Source: an optimization exercise on an open RTL-to-GDS flow (aim: small area, a short achievable clock period and few clock cycles). Production flows keep margins and buffers that such runs may drop.
RTL that was checked went through simulation tests only; none was proved equivalent to the original.
Power is estimated from default activity; no workload was simulated.

// cache_ctrl
module cache_ctrl #(
   parameter int ADDR_W      = 10,
   parameter int NUM_BLOCKS  = 4,
   parameter int BLOCK_WORDS = 4,
   parameter int CNT_W       = 16
) (
   input  logic                      clk,
   input  logic                      rst_n,
   input  logic                      cpu_req_valid,
   output logic                      cpu_req_ready,
   input  logic                      cpu_we,
   input  logic [ADDR_W-1:0]         cpu_addr,
   input  logic [31:0]               cpu_wdata,
   output logic                      cpu_resp_valid,
   output logic [31:0]               cpu_rdata,
   output logic                      mem_req,
   output logic                      mem_we,
   output logic [ADDR_W-1:0]         mem_addr,
   output logic [32*BLOCK_WORDS-1:0] mem_wdata,
   input  logic [32*BLOCK_WORDS-1:0] mem_rdata,
   input  logic                      mem_done,
   output logic [CNT_W-1:0]          hit_cnt,
   output logic [CNT_W-1:0]          miss_cnt
);
   localparam int TAG_W  = ADDR_W - 6;
   localparam int LINE_W = 32 * BLOCK_WORDS;
   logic [NUM_BLOCKS-1:0] valid_arr;
   logic [NUM_BLOCKS-1:0] dirty_arr;
   logic [TAG_W-1:0]      tag_arr  [NUM_BLOCKS];
   logic [LINE_W-1:0]     data_arr [NUM_BLOCKS];
   logic             r_v;
   logic             r_hit;
   logic [TAG_W-1:0] r_tag;
   logic [1:0]       r_idx;
   logic [1:0]       r_word;
   logic             r_we;
   logic [31:0]      r_wdata;
  ...
Settings: LEC_CHECK=0, CAP_MARGIN=20, CORE_MARGIN=2, CORE_UTILIZATION=40, SETUP_SLACK_MARGIN=2.0, SLEW_MARGIN=20; clock period 4.0 ns.
standard.sh (not shown) runs the stock make flow with config.mk's settings and CLKGATE_MAP_FILE= SYNTH_SCRIPT=/design/flow/synth_recipe.tcl, a recipe that flattens the netlist after the stock synthesis.
==> flow/flow/run.sh <==
#!/bin/bash
# Standard ORFS layout, but let the resizer swap cells across footprints
# (so the port buffers and other cells can be sized for speed).
set -euo pipefail
bash standard.sh MATCH_CELL_FOOTPRINT=0 finish > flow_make.log 2>&1
Change:
==> flow/run.sh (new file) <==
#!/bin/bash
# synth_recipe.tcl (not shown) runs the flow's synth.tcl, then flattens the netlist and writes it again
# the make line also repeats each setting of config.mk as NAME=value (left out here)
make -C /OpenROAD-flow-scripts/flow DESIGN_CONFIG=/design/flow/config.mk WORK_HOME=/design/flow/orfs CLKGATE_MAP_FILE= SYNTH_SCRIPT=/design/flow/synth_recipe.tcl finish
SETUP_SLACK_MARGIN = default   (was 2.0)
removed: flow/flow/run.sh
removed: flow/standard.sh
After rerunning:
- The new run finished with timing, DRC and antenna clean
- power fell by about 9%
- first-iteration DRC count fell by about 18%
- synthesized cell count does not change
No functional check of the RTL was part of any run of this note.

========
old:
cache_ctrl, a different RTL version from the one above (not shown whole).
For scale: roughly 2100 cells after synthesis, ~810 flip-flops, about 380 I/O pins, roughly 32000 um^2 of cells after synthesis.
export LEC_CHECK = 0
export CAP_MARGIN = 20
export CORE_MARGIN = 2
export CORE_UTILIZATION = 60
export CTS_CLUSTER_DIAMETER = 100
export CTS_CLUSTER_SIZE = 24
export SETUP_SLACK_MARGIN = 1.9
export SLEW_MARGIN = 20
create_clock -name core_clock -period 4.0 [get_ports {clk}]
==> flow/flow/run.sh <==
#!/bin/bash
# Standard ORFS layout with two changes to how it is made:
#  * the resizer may swap cells across footprints (MATCH_CELL_FOOTPRINT=0);
#  * while the ports are buffered (global placement), delay cells are
#    don't-use, so the port buffers are plain buffers.
set -euo pipefail
here=$(pwd)
bash standard.sh synth > synth.log 2>&1
bash standard.sh PRE_GLOBAL_PLACE_TCL="$here/flow/gp_pre.tcl" MATCH_CELL_FOOTPRINT=0 finish > layout.log 2>&1
==> flow/flow/gp_pre.tcl <==
# Keep delay cells out of the port buffers inserted in this step.
set_dont_use [get_lib_cells {sky130_fd_sc_hd__clkdlybuf4s* sky130_fd_sc_hd__dlygate* sky130_fd_sc_hd__dlymetal*}]
Testbench counts of old, summed over its fixed seeds: cycles 33,730.
Relative to old, the following input files were edited for new:
Settings: a change of CORE_UTILIZATION from 60 to 70; a change of SETUP_SLACK_MARGIN from 1.9 to 1.75.
Notes after the runs:
[compare] base=old new=new: largest net degree at the start of global routing went down by about 16%; power density of the placed cells went up by 1.8%; setup slack went down by 160 ps; core utilization went up by 8.3 points; overall power of the completed layout went down by 2.3%.
new against old: fmax -6.8%, share of cells above drive strength 1 -6.3 points, flip-flop and latch area ~0 delta.

re-timing with driven ports:
No port has a modelled driver above. Below, the same layouts with a new extraction and two added sets of constraints.
Step 1, drivers: a clkbuf_16 drives clk and a buf_2 each remaining input, both assumed.
Step 2, shift: input delay + t, output delay - t, t = (earliest + latest rising clock arrival at the registers) / 2. This alone moves slack from input paths to output paths.
Three values: ideal ports, drivers, drivers and shift; two values: the first two.
run	t (ns)	setup WS [ns]	latest minus earliest clock arrival (ns)	slew at the worst register clock pin (ns)	worst data-port slew with drivers (ns)
the first run of note 1	0.690	1.686 / 1.623 / 1.357	0.023 / 0.024	0.07 / 0.07	0.15
the second run of note 1	0.680	0.853 / 0.892 / 0.212	0.023 / 0.023	0.06 / 0.06	0.12
old	0.661	1.801 / 1.740 / 1.174	0.033 / 0.033	0.10 / 0.10	0.14
new	0.655	1.641 / 1.641 / 1.086	0.021 / 0.022	0.10 / 0.10	0.16
After both steps every run listed still meets setup and hold. The setup slack of the second run of note 1, which loses most, moves by +0.039 ns with the drivers and by -0.641 ns with both steps.
